Source: an optimization exercise on an open RTL-to-GDS flow (aim: small area). Production flows keep margins and buffers that such runs may drop. Only simulation tests tie the RTL to the original design; equivalence was not proved. Power figures rest on the tool's default switching activity, not on a simulated workload.

<file path="design/flow/design.v">
module rv_ao22 (
    input  logic a1, a2, b1, b2,
    output logic x
);
    assign x = (a1 & a2) | (b1 & b2);
endmodule
module rv_aoi222 (
    input  logic a1, a2, b1, b2, c1, c2,
    output logic y
);
    assign y = ~((a1 & a2) | (b1 & b2) | (c1 & c2));
endmodule
module rv_a21o (
    input  logic a1, a2, b1,
    output logic x
);
    assign x = (a1 & a2) | b1;
endmodule
module rv_and2 (
    input  logic a, b,
    output logic x
);
    assign x = a & b;
endmodule
module rv_xor2 (
    input  logic a, b,
    output logic x
);
    assign x = a ^ b;
endmodule
module rv_inv (
    input  logic a,
    output logic y
);
    assign y = ~a;
endmodule
module rv_nand2 (
    input  logic a, b,
    output logic y
);
    assign y = ~(a & b);
endmodule
module rv_nand3 (
    input  logic a, b, c,
    output logic y
);
    assign y = ~(a & b & c);
endmodule
module rv_nand4 (
    input  logic a, b, c, d,
    output logic y
);
    assign y = ~(a & b & c & d);
endmodule
module rv_nor2 (
    input  logic a, b,
    output logic y
);
    assign y = ~(a | b);
endmodule
module rv_rd_bit (
    input  logic [63:0] sel,
    input  logic [63:0] d,
    output logic        y
);
    logic [21:0] t;    
    logic [5:0]  u;    
    logic [2:0]  v;    
    for (genvar k = 0; k < 21; k++) begin : g_aoi
        rv_aoi222 u_aoi (
            .a1(sel[3*k]),   .a2(d[3*k]),
            .b1(sel[3*k+1]), .b2(d[3*k+1]),
            .c1(sel[3*k+2]), .c2(d[3*k+2]),
            .y(t[k])
        );
    end
    rv_nand2 u_last (.a(sel[63]), .b(d[63]), .y(t[21]));
    for (genvar k = 0; k < 5; k++) begin : g_or4
        rv_nand4 u_n4 (.a(t[4*k]), .b(t[4*k+1]), .c(t[4*k+2]), .d(t[4*k+3]), .y(u[k]));
    end
    rv_nand2 u_n2 (.a(t[20]), .b(t[21]), .y(u[5]));
    for (genvar k = 0; k < 3; k++) begin : g_nor
        rv_nor2 u_nor (.a(u[2*k]), .b(u[2*k+1]), .y(v[k]));
    end
    rv_nand3 u_out (.a(v[0]), .b(v[1]), .c(v[2]), .y(y));
endmodule
module rv_exec_mem_ctrl #(
    parameter int MEM_WORDS = 64
) (
    input  logic        clk,
    input  logic        rst_n,
    input  logic [6:0]  op,
    input  logic [2:0]  funct3,
    input  logic        funct7_5,
    input  logic [31:0] src_a,
    input  logic [31:0] rd2,
    input  logic [31:0] imm_ext,
    output logic        pc_src,
    output logic        result_src,
    output logic        mem_write,
    output logic        alu_src,
    output logic [1:0]  imm_src,
    output logic        reg_write,
    output logic [2:0]  alu_control,
    output logic [31:0] alu_result,
    output logic        zero,
    output logic [31:0] read_data,
    output logic [31:0] result
);
    logic        is_lw, is_sw, is_r, is_beq, is_i;
    logic        alu_op_10;
    logic [5:0]  index;
    assign is_lw  = (op == 7'b0000011);
    assign is_sw  = (op == 7'b0100011);
    assign is_r   = (op == 7'b0110011);
    assign is_beq = (op == 7'b1100011);
    assign is_i   = (op == 7'b0010011);
    assign reg_write  = is_lw | is_r | is_i;
    assign imm_src    = {is_beq, is_sw};
    assign alu_src    = is_lw | is_sw | is_i;
    assign mem_write  = is_sw;
    assign result_src = is_lw;
    assign alu_op_10  = is_r | is_i;
    always_comb begin
        alu_control = 3'b000;
        if (is_beq) alu_control = 3'b001;
        else if (alu_op_10) begin
            case (funct3)
                3'b000:  alu_control = (op[5] & funct7_5) ? 3'b001 : 3'b000;
                3'b010:  alu_control = 3'b101;
                3'b110:  alu_control = 3'b011;
                3'b111:  alu_control = 3'b010;
                default: alu_control = 3'b000;
            endcase
        end
    end
    logic alu_src_n, sub, k_sum, k_go, k_or, k_slt, is_lw_n;
    assign alu_src_n = ~alu_src;
    assign sub   = alu_control[0] & ~alu_control[1];
    assign k_sum = (alu_control[2:1] == 2'b00);
    assign k_go  = (alu_control[2:1] == 2'b01);
    assign k_or  = (alu_control == 3'b011);
    assign k_slt = (alu_control == 3'b101);
    assign is_lw_n = ~is_lw;
    logic [31:0] src_b, b_eff, g, p, c, s, r_n;
    logic        cin;
    assign cin = sub;
    for (genvar i = 0; i < 32; i++) begin : g_alu
        rv_ao22  u_bsel (.a1(alu_src), .a2(imm_ext[i]), .b1(alu_src_n), .b2(rd2[i]), .x(src_b[i]));
        rv_xor2  u_binv (.a(src_b[i]), .b(sub), .x(b_eff[i]));
        rv_and2  u_g    (.a(src_a[i]), .b(b_eff[i]), .x(g[i]));
        rv_xor2  u_p    (.a(src_a[i]), .b(b_eff[i]), .x(p[i]));
        if (i == 0) begin : g_s0
            rv_xor2 u_s (.a(p[i]), .b(cin), .x(s[i]));
        end else begin : g_s
            rv_xor2 u_s (.a(p[i]), .b(c[i-1]), .x(s[i]));
        end
    end
    logic bk_g0, bk_g1_0, bk_g3_2, bk_p3_2, bk_g5_4, bk_p5_4, bk_g7_6, bk_p7_6, bk_g9_8, bk_p9_8, bk_g11_10, bk_p11_10, bk_g13_12, bk_p13_12, bk_g15_14, bk_p15_14, bk_g17_16, bk_p17_16, bk_g19_18, bk_p19_18, bk_g21_20, bk_p21_20, bk_g23_22, bk_p23_22, bk_g25_24, bk_p25_24, bk_g27_26, bk_p27_26, bk_g29_28, bk_p29_28, bk_g31_30, bk_p31_30, bk_g3_0, bk_g7_4, bk_p7_4, bk_g11_8, bk_p11_8, bk_g15_12, bk_p15_12, bk_g19_16, bk_p19_16, bk_g23_20, bk_p23_20, bk_g27_24, bk_p27_24, bk_g31_28, bk_p31_28, bk_g7_0, bk_g15_8, bk_p15_8, bk_g23_16, bk_p23_16, bk_g31_24, bk_p31_24, bk_g15_0, bk_g31_16, bk_p31_16, bk_g31_0, bk_g23_0, bk_g11_0, bk_g19_0, bk_g27_0, bk_g5_0, bk_g9_0, bk_g13_0, bk_g17_0, bk_g21_0, bk_g25_0, bk_g29_0, bk_g2_0, bk_g4_0, bk_g6_0, bk_g8_0, bk_g10_0, bk_g12_0, bk_g14_0, bk_g16_0, bk_g18_0, bk_g20_0, bk_g22_0, bk_g24_0, bk_g26_0, bk_g28_0, bk_g30_0;
    rv_a21o u_bk0 (.a1(p[0]), .a2(cin), .b1(g[0]), .x(bk_g0));
    rv_a21o u_bk1 (.a1(p[1]), .a2(bk_g0), .b1(g[1]), .x(bk_g1_0));
    rv_a21o u_bk2 (.a1(p[3]), .a2(g[2]), .b1(g[3]), .x(bk_g3_2));
    rv_and2 u_bk3 (.a(p[3]), .b(p[2]), .x(bk_p3_2));
    rv_a21o u_bk4 (.a1(p[5]), .a2(g[4]), .b1(g[5]), .x(bk_g5_4));
    rv_and2 u_bk5 (.a(p[5]), .b(p[4]), .x(bk_p5_4));
    rv_a21o u_bk6 (.a1(p[7]), .a2(g[6]), .b1(g[7]), .x(bk_g7_6));
    rv_and2 u_bk7 (.a(p[7]), .b(p[6]), .x(bk_p7_6));
    rv_a21o u_bk8 (.a1(p[9]), .a2(g[8]), .b1(g[9]), .x(bk_g9_8));
    rv_and2 u_bk9 (.a(p[9]), .b(p[8]), .x(bk_p9_8));
    rv_a21o u_bk10 (.a1(p[11]), .a2(g[10]), .b1(g[11]), .x(bk_g11_10));
    rv_and2 u_bk11 (.a(p[11]), .b(p[10]), .x(bk_p11_10));
    rv_a21o u_bk12 (.a1(p[13]), .a2(g[12]), .b1(g[13]), .x(bk_g13_12));
    rv_and2 u_bk13 (.a(p[13]), .b(p[12]), .x(bk_p13_12));
    rv_a21o u_bk14 (.a1(p[15]), .a2(g[14]), .b1(g[15]), .x(bk_g15_14));
    rv_and2 u_bk15 (.a(p[15]), .b(p[14]), .x(bk_p15_14));
    rv_a21o u_bk16 (.a1(p[17]), .a2(g[16]), .b1(g[17]), .x(bk_g17_16));
    rv_and2 u_bk17 (.a(p[17]), .b(p[16]), .x(bk_p17_16));
    rv_a21o u_bk18 (.a1(p[19]), .a2(g[18]), .b1(g[19]), .x(bk_g19_18));
    rv_and2 u_bk19 (.a(p[19]), .b(p[18]), .x(bk_p19_18));
    rv_a21o u_bk20 (.a1(p[21]), .a2(g[20]), .b1(g[21]), .x(bk_g21_20));
    rv_and2 u_bk21 (.a(p[21]), .b(p[20]), .x(bk_p21_20));
    rv_a21o u_bk22 (.a1(p[23]), .a2(g[22]), .b1(g[23]), .x(bk_g23_22));
    rv_and2 u_bk23 (.a(p[23]), .b(p[22]), .x(bk_p23_22));
    rv_a21o u_bk24 (.a1(p[25]), .a2(g[24]), .b1(g[25]), .x(bk_g25_24));
    rv_and2 u_bk25 (.a(p[25]), .b(p[24]), .x(bk_p25_24));
    rv_a21o u_bk26 (.a1(p[27]), .a2(g[26]), .b1(g[27]), .x(bk_g27_26));
    rv_and2 u_bk27 (.a(p[27]), .b(p[26]), .x(bk_p27_26));
    rv_a21o u_bk28 (.a1(p[29]), .a2(g[28]), .b1(g[29]), .x(bk_g29_28));
    rv_and2 u_bk29 (.a(p[29]), .b(p[28]), .x(bk_p29_28));
    rv_a21o u_bk30 (.a1(p[31]), .a2(g[30]), .b1(g[31]), .x(bk_g31_30));
    rv_and2 u_bk31 (.a(p[31]), .b(p[30]), .x(bk_p31_30));
    rv_a21o u_bk32 (.a1(bk_p3_2), .a2(bk_g1_0), .b1(bk_g3_2), .x(bk_g3_0));
    rv_a21o u_bk33 (.a1(bk_p7_6), .a2(bk_g5_4), .b1(bk_g7_6), .x(bk_g7_4));
    rv_and2 u_bk34 (.a(bk_p7_6), .b(bk_p5_4), .x(bk_p7_4));
    rv_a21o u_bk35 (.a1(bk_p11_10), .a2(bk_g9_8), .b1(bk_g11_10), .x(bk_g11_8));
    rv_and2 u_bk36 (.a(bk_p11_10), .b(bk_p9_8), .x(bk_p11_8));
    rv_a21o u_bk37 (.a1(bk_p15_14), .a2(bk_g13_12), .b1(bk_g15_14), .x(bk_g15_12));
    rv_and2 u_bk38 (.a(bk_p15_14), .b(bk_p13_12), .x(bk_p15_12));
    rv_a21o u_bk39 (.a1(bk_p19_18), .a2(bk_g17_16), .b1(bk_g19_18), .x(bk_g19_16));
    rv_and2 u_bk40 (.a(bk_p19_18), .b(bk_p17_16), .x(bk_p19_16));
    rv_a21o u_bk41 (.a1(bk_p23_22), .a2(bk_g21_20), .b1(bk_g23_22), .x(bk_g23_20));
    rv_and2 u_bk42 (.a(bk_p23_22), .b(bk_p21_20), .x(bk_p23_20));
    rv_a21o u_bk43 (.a1(bk_p27_26), .a2(bk_g25_24), .b1(bk_g27_26), .x(bk_g27_24));
    rv_and2 u_bk44 (.a(bk_p27_26), .b(bk_p25_24), .x(bk_p27_24));
    rv_a21o u_bk45 (.a1(bk_p31_30), .a2(bk_g29_28), .b1(bk_g31_30), .x(bk_g31_28));
    rv_and2 u_bk46 (.a(bk_p31_30), .b(bk_p29_28), .x(bk_p31_28));
    rv_a21o u_bk47 (.a1(bk_p7_4), .a2(bk_g3_0), .b1(bk_g7_4), .x(bk_g7_0));
    rv_a21o u_bk48 (.a1(bk_p15_12), .a2(bk_g11_8), .b1(bk_g15_12), .x(bk_g15_8));
    rv_and2 u_bk49 (.a(bk_p15_12), .b(bk_p11_8), .x(bk_p15_8));
    rv_a21o u_bk50 (.a1(bk_p23_20), .a2(bk_g19_16), .b1(bk_g23_20), .x(bk_g23_16));
    rv_and2 u_bk51 (.a(bk_p23_20), .b(bk_p19_16), .x(bk_p23_16));
    rv_a21o u_bk52 (.a1(bk_p31_28), .a2(bk_g27_24), .b1(bk_g31_28), .x(bk_g31_24));
    rv_and2 u_bk53 (.a(bk_p31_28), .b(bk_p27_24), .x(bk_p31_24));
    rv_a21o u_bk54 (.a1(bk_p15_8), .a2(bk_g7_0), .b1(bk_g15_8), .x(bk_g15_0));
    rv_a21o u_bk55 (.a1(bk_p31_24), .a2(bk_g23_16), .b1(bk_g31_24), .x(bk_g31_16));
    rv_and2 u_bk56 (.a(bk_p31_24), .b(bk_p23_16), .x(bk_p31_16));
    rv_a21o u_bk57 (.a1(bk_p31_16), .a2(bk_g15_0), .b1(bk_g31_16), .x(bk_g31_0));
    rv_a21o u_bk58 (.a1(bk_p23_16), .a2(bk_g15_0), .b1(bk_g23_16), .x(bk_g23_0));
    rv_a21o u_bk59 (.a1(bk_p11_8), .a2(bk_g7_0), .b1(bk_g11_8), .x(bk_g11_0));
    rv_a21o u_bk60 (.a1(bk_p19_16), .a2(bk_g15_0), .b1(bk_g19_16), .x(bk_g19_0));
    rv_a21o u_bk61 (.a1(bk_p27_24), .a2(bk_g23_0), .b1(bk_g27_24), .x(bk_g27_0));
    rv_a21o u_bk62 (.a1(bk_p5_4), .a2(bk_g3_0), .b1(bk_g5_4), .x(bk_g5_0));
    rv_a21o u_bk63 (.a1(bk_p9_8), .a2(bk_g7_0), .b1(bk_g9_8), .x(bk_g9_0));
    rv_a21o u_bk64 (.a1(bk_p13_12), .a2(bk_g11_0), .b1(bk_g13_12), .x(bk_g13_0));
    rv_a21o u_bk65 (.a1(bk_p17_16), .a2(bk_g15_0), .b1(bk_g17_16), .x(bk_g17_0));
    rv_a21o u_bk66 (.a1(bk_p21_20), .a2(bk_g19_0), .b1(bk_g21_20), .x(bk_g21_0));
    rv_a21o u_bk67 (.a1(bk_p25_24), .a2(bk_g23_0), .b1(bk_g25_24), .x(bk_g25_0));
    rv_a21o u_bk68 (.a1(bk_p29_28), .a2(bk_g27_0), .b1(bk_g29_28), .x(bk_g29_0));
    rv_a21o u_bk69 (.a1(p[2]), .a2(bk_g1_0), .b1(g[2]), .x(bk_g2_0));
    rv_a21o u_bk70 (.a1(p[4]), .a2(bk_g3_0), .b1(g[4]), .x(bk_g4_0));
    rv_a21o u_bk71 (.a1(p[6]), .a2(bk_g5_0), .b1(g[6]), .x(bk_g6_0));
    rv_a21o u_bk72 (.a1(p[8]), .a2(bk_g7_0), .b1(g[8]), .x(bk_g8_0));
    rv_a21o u_bk73 (.a1(p[10]), .a2(bk_g9_0), .b1(g[10]), .x(bk_g10_0));
    rv_a21o u_bk74 (.a1(p[12]), .a2(bk_g11_0), .b1(g[12]), .x(bk_g12_0));
    rv_a21o u_bk75 (.a1(p[14]), .a2(bk_g13_0), .b1(g[14]), .x(bk_g14_0));
    rv_a21o u_bk76 (.a1(p[16]), .a2(bk_g15_0), .b1(g[16]), .x(bk_g16_0));
    rv_a21o u_bk77 (.a1(p[18]), .a2(bk_g17_0), .b1(g[18]), .x(bk_g18_0));
    rv_a21o u_bk78 (.a1(p[20]), .a2(bk_g19_0), .b1(g[20]), .x(bk_g20_0));
    rv_a21o u_bk79 (.a1(p[22]), .a2(bk_g21_0), .b1(g[22]), .x(bk_g22_0));
    rv_a21o u_bk80 (.a1(p[24]), .a2(bk_g23_0), .b1(g[24]), .x(bk_g24_0));
    rv_a21o u_bk81 (.a1(p[26]), .a2(bk_g25_0), .b1(g[26]), .x(bk_g26_0));
    rv_a21o u_bk82 (.a1(p[28]), .a2(bk_g27_0), .b1(g[28]), .x(bk_g28_0));
    rv_a21o u_bk83 (.a1(p[30]), .a2(bk_g29_0), .b1(g[30]), .x(bk_g30_0));
    assign c[0] = bk_g0;
    assign c[1] = bk_g1_0;
    assign c[2] = bk_g2_0;
    assign c[3] = bk_g3_0;
    assign c[4] = bk_g4_0;
    assign c[5] = bk_g5_0;
    assign c[6] = bk_g6_0;
    assign c[7] = bk_g7_0;
    assign c[8] = bk_g8_0;
    assign c[9] = bk_g9_0;
    assign c[10] = bk_g10_0;
    assign c[11] = bk_g11_0;
    assign c[12] = bk_g12_0;
    assign c[13] = bk_g13_0;
    assign c[14] = bk_g14_0;
    assign c[15] = bk_g15_0;
    assign c[16] = bk_g16_0;
    assign c[17] = bk_g17_0;
    assign c[18] = bk_g18_0;
    assign c[19] = bk_g19_0;
    assign c[20] = bk_g20_0;
    assign c[21] = bk_g21_0;
    assign c[22] = bk_g22_0;
    assign c[23] = bk_g23_0;
    assign c[24] = bk_g24_0;
    assign c[25] = bk_g25_0;
    assign c[26] = bk_g26_0;
    assign c[27] = bk_g27_0;
    assign c[28] = bk_g28_0;
    assign c[29] = bk_g29_0;
    assign c[30] = bk_g30_0;
    assign c[31] = bk_g31_0;
    logic lt;
    assign lt = p[31] ? s[31] : src_a[31];
    assign alu_result[0] = (k_sum & s[0]) | (k_go & g[0]) | (k_or & p[0]) | (k_slt & lt);
    for (genvar i = 1; i < 32; i++) begin : g_res
        rv_aoi222 u_r (.a1(k_sum), .a2(s[i]), .b1(k_go), .b2(g[i]), .c1(k_or), .c2(p[i]), .y(r_n[i]));
        rv_inv    u_ri (.a(r_n[i]), .y(alu_result[i]));
    end
    assign zero  = (alu_result == 32'd0);
    assign index = alu_result[7:2];
    logic [7:0]           hi, lo;
    logic [MEM_WORDS-1:0] dec, we, we_n, sel;
    logic [MEM_WORDS-1:0] valid;
    always_comb begin
        for (int j = 0; j < 8; j++) begin
            hi[j] = (index[5:3] == 3'(j));
            lo[j] = (index[2:0] == 3'(j));
        end
        for (int i = 0; i < MEM_WORDS; i++) begin
            dec[i]  = hi[i / 8] & lo[i % 8];
            we[i]   = is_sw & dec[i];
            we_n[i] = ~we[i];
            sel[i]  = valid[i] & dec[i];
        end
    end
    always_ff @(posedge clk or negedge rst_n) begin
        if (!rst_n) valid <= '0;
        else        valid <= valid | we;
    end
    logic [MEM_WORDS-1:0][31:0] mem, mem_nxt;
    for (genvar w = 0; w < MEM_WORDS; w++) begin : g_word
        for (genvar b = 0; b < 32; b++) begin : g_bit
            rv_ao22 u_hold (
                .a1(we[w]),   .a2(rd2[b]),
                .b1(we_n[w]), .b2(mem[w][b]),
                .x(mem_nxt[w][b])
            );
        end
    end
    always_ff @(posedge clk) mem <= mem_nxt;
    for (genvar b = 0; b < 32; b++) begin : g_rd
        logic [MEM_WORDS-1:0] col;
        for (genvar w = 0; w < MEM_WORDS; w++) begin : g_col
            assign col[w] = mem[w][b];
        end
        rv_rd_bit u_rd (.sel(sel), .d(col), .y(read_data[b]));
        rv_ao22 u_res (.a1(is_lw), .a2(read_data[b]), .b1(is_lw_n), .b2(alu_result[b]), .x(result[b]));
    end
    assign pc_src = is_beq & zero;
endmodule
</file>
<file path="design/flow/flow/run.sh">
#!/bin/bash
# Layout flow: the standard flow (standard.sh), with the ports buffered by the
# smallest buffer (buf_1) instead of the cell buffer_ports picks by default. Synthesis is
# the standard synthesis, unchanged. Each step's output goes to a log file of its own here.
set -euo pipefail
bash standard.sh synth > synth.log 2>&1
export BUFFER_PORTS_ARGS="-buffer_cell sky130_fd_sc_hd__buf_1"
bash standard.sh > layout.log 2>&1
</file>
<file path="design/flow/standard.sh">
#!/bin/bash
# synth_recipe.tcl (not shown) runs the flow's synth.tcl, then flattens the netlist and writes it again
# the make line also repeats each setting of config.mk as NAME=value (left out here)
make -C /OpenROAD-flow-scripts/flow DESIGN_CONFIG=/design/flow/config.mk WORK_HOME=/design/flow/orfs CLKGATE_MAP_FILE= SYNTH_SCRIPT=/design/flow/synth_recipe.tcl "${@:-finish}"
</file>
<file path="design/flow/config.mk">
export PLATFORM = sky130hd
export DESIGN_NAME = rv_exec_mem_ctrl
export DESIGN_NICKNAME = rv_exec_mem_ctrl
export VERILOG_FILES = /design/flow/design.v
export SDC_FILE = /design/flow/constraint.sdc
export NUM_CORES = 4
export LEC_CHECK = 0
export CAP_MARGIN = 20
export CORE_MARGIN = 2
export CORE_UTILIZATION = 60
export CTS_BUF_LIST = sky130_fd_sc_hd__clkbuf_16
export CTS_CLUSTER_DIAMETER = 80
export CTS_CLUSTER_SIZE = 30
export SETUP_SLACK_MARGIN = 0.1
export SLEW_MARGIN = 20
export SYNTH_HIERARCHICAL = 1
export SYNTH_MINIMUM_KEEP_SIZE = 0
</file>
<file path="design/flow/constraint.sdc">
create_clock -name core_clock -period 13.0 [get_ports {clk}]
set_input_delay 2.6000 -clock core_clock [delete_from_list [all_inputs] [get_ports {clk}]]
set_output_delay 2.6000 -clock core_clock [all_outputs]
set_load 0.01 [all_outputs]
</file>
==> metrics.md <==
| Metric | Value |
|---|---|
| Slew HR | `15.26%` |
| Tot GR Track Use | `44.04%` |
| Clock Sink Count | `around 2100` |
| Final #Nets | `6541` |
| Syn-to-layout area delta | `10.20%` |
| Num ports | `roughly 220` |
| MaxCap Viol Count | `0` |
| Yosys reg bits | `2112` |
| Most Frequent Cell on Critical Path | `a21o_1` |
| CTS Buf Count | `84` |
| Power per cell area | `131.1 mW/mm^2` |
| Layout cell share with drive strength beyond 1 | `under 10%` |
| Mapped Nets | `5987` |
| DR DRC count | `0` |
| Filler cell count | `9347` |
| CP required | `approximately 10 ns` |
| Max Clock Skew | `0 ns` |
| Prevailing post-synth register cell | `dfxtp_1` |
| Final hold viol count | `0` |
| IO buf count | `215` |
| Die Wd | `354.5 um` |
| Synth warn | `7` |
| Post-layout min period | `between 10 and 15 ns` |
| CP top delay family | `compound AO/OA/AOI/OAI gates` |
| Status | `finished clean` |
| Largest net degree at the start of global routing | `66` |
| Sequential area share after synthesis | `57.81%` |
| CP max FO | `23` |
| Finished Cell Area | `0.08121 mm^2` |
| Mapped Cells | `~5900` |
| Multi-input gate area | `0.03075 mm^2` |
| Post-synthesis cell type count | `44` |
| Number of synthesized flops with an enable pin | `0` |
| Crit. End Element | `output pin` |
| First-pass GRT wire length | `414500 um` |
| Worst slack, placed | `0.4980 ns` |
| Wire length per cell | `35.89 um` |
| Instance area at placement | `0.07870 mm^2` |
| Slew at the pin with the worst max-slew slack | `~1.3 ns` |
| F_max | `78.13 MHz` |
| Peak supply drop | `0.0001322 V` |
| Finish-stage setup viols | `0` |
| Antenna violations before repair | `17` |
| Post-CTS Hold Fix Bufs | `0` |
| Largest cells by area after synthesis | `dfxtp_1, a22o_1, a222oi_1` |
| Worst path max stage delay | `0.71 ns` |
| Initial DRC count | `12440` |
| Worst R2R Setup Slack | `12.30 ns` |
| Pre-antenna DRT Iters | `13` |
| CP startpoint | `op[4]` |
| Min-Delay Path Class | `reg -> reg` |
| Worst setup path class | `in -> out` |
| Min setup slack post-route | `between 0.2 and 0.25 ns` |
| FF+latch area | `0.04260 mm^2` |
| Syn Area/Cell | `12.54 um^2` |
| Final Slew Violations | `0` |
| Post-synth top area cell | `dfxtp_1` |
| Worst-path clk slew | `0.11 ns` |
| Slowest CP cell | `a222oi_1` |
| Asr flop ratio synth | `3.030%` |
| CTS tree | `yes` |
| RR Startpoint | `valid[17]` |
| Die Area | `0.1256 mm^2` |
| Mapped cell area | `approximately 0.074 mm^2` |
| Pleak | `32.33 nW` |
| Critical path, cell by cell | `buf_1, nand2b_1, or3_1, a211oi_4, xor2_1, xor2_1, a21o_1, a21o_1, a21o_1, a21o_1, xor2_1, a222oi_1, inv_1, buf_4, and3_1, and3_1, buf_4, a222oi_1, nand4_1, nor2_2, nand3_1, a22o_1, buf_1` |
| Vias | `63580` |
| Post-Route WL | `290600 um` |
| Setup TNS | `0 ns` |
| Number of H-tree levels | `3` |
| Cell row count | `128` |
| Yosys top cell area share | `55.63%` |
| Final period util | `between 90% and 100%` |
| Unrepaired setup endpoints after global routing | `false` |
| DP Wirelength | `178700 um` |
| Most frequent cell after synthesis | `a22o_1` |
| CP bufs+invs | `5` |
| Vias in the first global route | `59210` |
| Critical path arrival | `between 10 and 15 ns` |
| Post-layout util | `66.64%` |
| Startpoint Class | `input pin` |
| Via/cell ratio | `approximately 8` |
| Initial Util | `60.47%` |
| Commonest cells in the netlist | `a22o_1, dfxtp_1, a222oi_1` |
| WHS | `0.4617 ns` |
| Grt ovf | `0` |
| Core area | `0.1219 mm^2` |
| Clock Tree Buf Depth | `3` |
| Routability Congestion | `0.9622` |
| Clk Latency, worst-skew pair | `0.72 ns` |
| Antenna-violating nets left | `0` |
| Clock Root Buffer | `clkbuf_16` |
| HP Start | `valid[54]` |
| Die Span Y | `354.5 um` |
## metal layers
metal | track usage [%] | up-vias | share of wire, %
li1 | - | 26420 | -
met1 | 59.01 | 31370 | 38
met2 | 61.20 | 5057 | 40
met3 | 18.04 | 724 | 16
met4 | 21.71 | 10 | 5.6
met5 | 0 | - | 0.025
## modules after synthesis, one instance, submodules excluded, excerpt
| module | flip-flops and latches | cells | cell area [um^2] |
|---|---|---|---|
| rv_exec_mem_ctrl | 2112 | 2477 | 44710 |
| rv_ao22 | 0 | 1 | 8.758 |
| rv_nand3 | 0 | 1 | 5.005 |
| rv_and2 | 0 | 1 | 6.256 |
| rv_inv | 0 | 1 | 3.754 |
| rv_aoi222 | 0 | 1 | 10.01 |
| rv_nand4 | 0 | 1 | 6.256 |
## sequential cells by signal (all words and copies together) (netlist names)
register,flops
valid,64
mem,2048
## stage by stage
| stage | std cells | power (mW) |
|---|---|---|
| after global routing | 8092 | 10.89 |
| after detailed placement | 7969 | 7.396 |
| after CTS | 8090 | 10.60 |
| after global placement | 7968 | 7.389 |
| final | 8096 | 10.64 |
| after floorplan | 5878 | 7.026 |
## worst paths after layout
| path | to | cells after the start |
|---|---|---|
| setup / recovery | result[23] | 23 |
| hold / removal | valid[54] | 1 |
| setup reg to reg | valid[17] | 1 |
| hold reg to reg | valid[54] | 1 |
| max in group asynchronous | valid[29] | 1 |
| min in group asynchronous | valid[57] | 1 |
## what timing repair did
| item | 4_1_cts | 5_1_grt |
|---|---|---|
| resized for setup | 0 | 2 |
| setup endpoints to repair | 0 | 2 |
| setup buffers | 0 | 0 |
## power breakdown
group	internal, mW	total [mW]	switching [mW]	leakage [nW]
clock	1.29	3.35	2.07	1.26
combinational	0.208	0.692	0.484	13.7
sequential	6.55	6.60	0.0451	17.4
total	8.05	10.6	2.60	32.3
## layout by cell type (no fill, tap or decap), drive strengths merged, types with 59 or more instances in the layout
| master | Yosys | routed |
|---|---|---|
| a22o | 2113 | 2113 |
| dfxtp | 2048 | 2048 |
| a222oi | 703 | 703 |
| buf | 12 | 485 |
| nand4 | 161 | 161 |
| nand2 | 136 | 136 |
| nor2 | 111 | 111 |
| inv | 91 | 109 |
| xor2 | 96 | 96 |
| clkbuf | 14 | 96 |
| and3 | 68 | 68 |
| dfrtp | 64 | 64 |
| a21o | 62 | 62 |
| nand2b | 59 | 59 |
## logic make-up after synthesis
| logic type | Yosys count | synth area share [%] |
|---|---|---|
| buf+inv | 117 | 0.6435 |
| simple gates | 667 | 5.037 |
| compound gates | 2885 | 35.36 |
| flops | 2112 | 57.81 |
| mux | 1 | 0.01358 |
| xor+xnor | 96 | 1.141 |
## cell type report
cell class | count | area share [%]
diodes | 4 | 0.01233
clock buffers | 87 | 2.681
clock inverters | 34 | 0.3513
inverters | 91 | 0.4206
multi-input cells | 3649 | 37.86
flip-flops and latches | 2112 | 52.46
well taps | 1625 | 2.504
repair buffers | 494 | 3.711

port drivers added, routing unchanged:
The flow's constraints put no driver on any port. The routed layout listed below was extracted and timed again, unchanged, in two steps.
Step 1 assumes that a clkbuf_16 drives the clock port and a buf_2 every other input.
Step 2 times the ports against the registers' clock, not the clock port: input delays grow and output delays shrink by t, the midpoint of the rising clock arrivals with the driver on.
Three values: no drivers, after step 1, after step 2; two values: the first two.
shift t [ns]: 0.804
setup slack, ns: 0.202 / 0.177 / 0.177
hold slack, ns: 0.462 / 0.462 / 0.462
latest minus earliest clock arrival (ns): 0.040 / 0.040
After both steps this run still meets setup and hold. For this run, drivers alone change the setup slack by -0.025 ns; drivers and shift together by -0.025 ns.
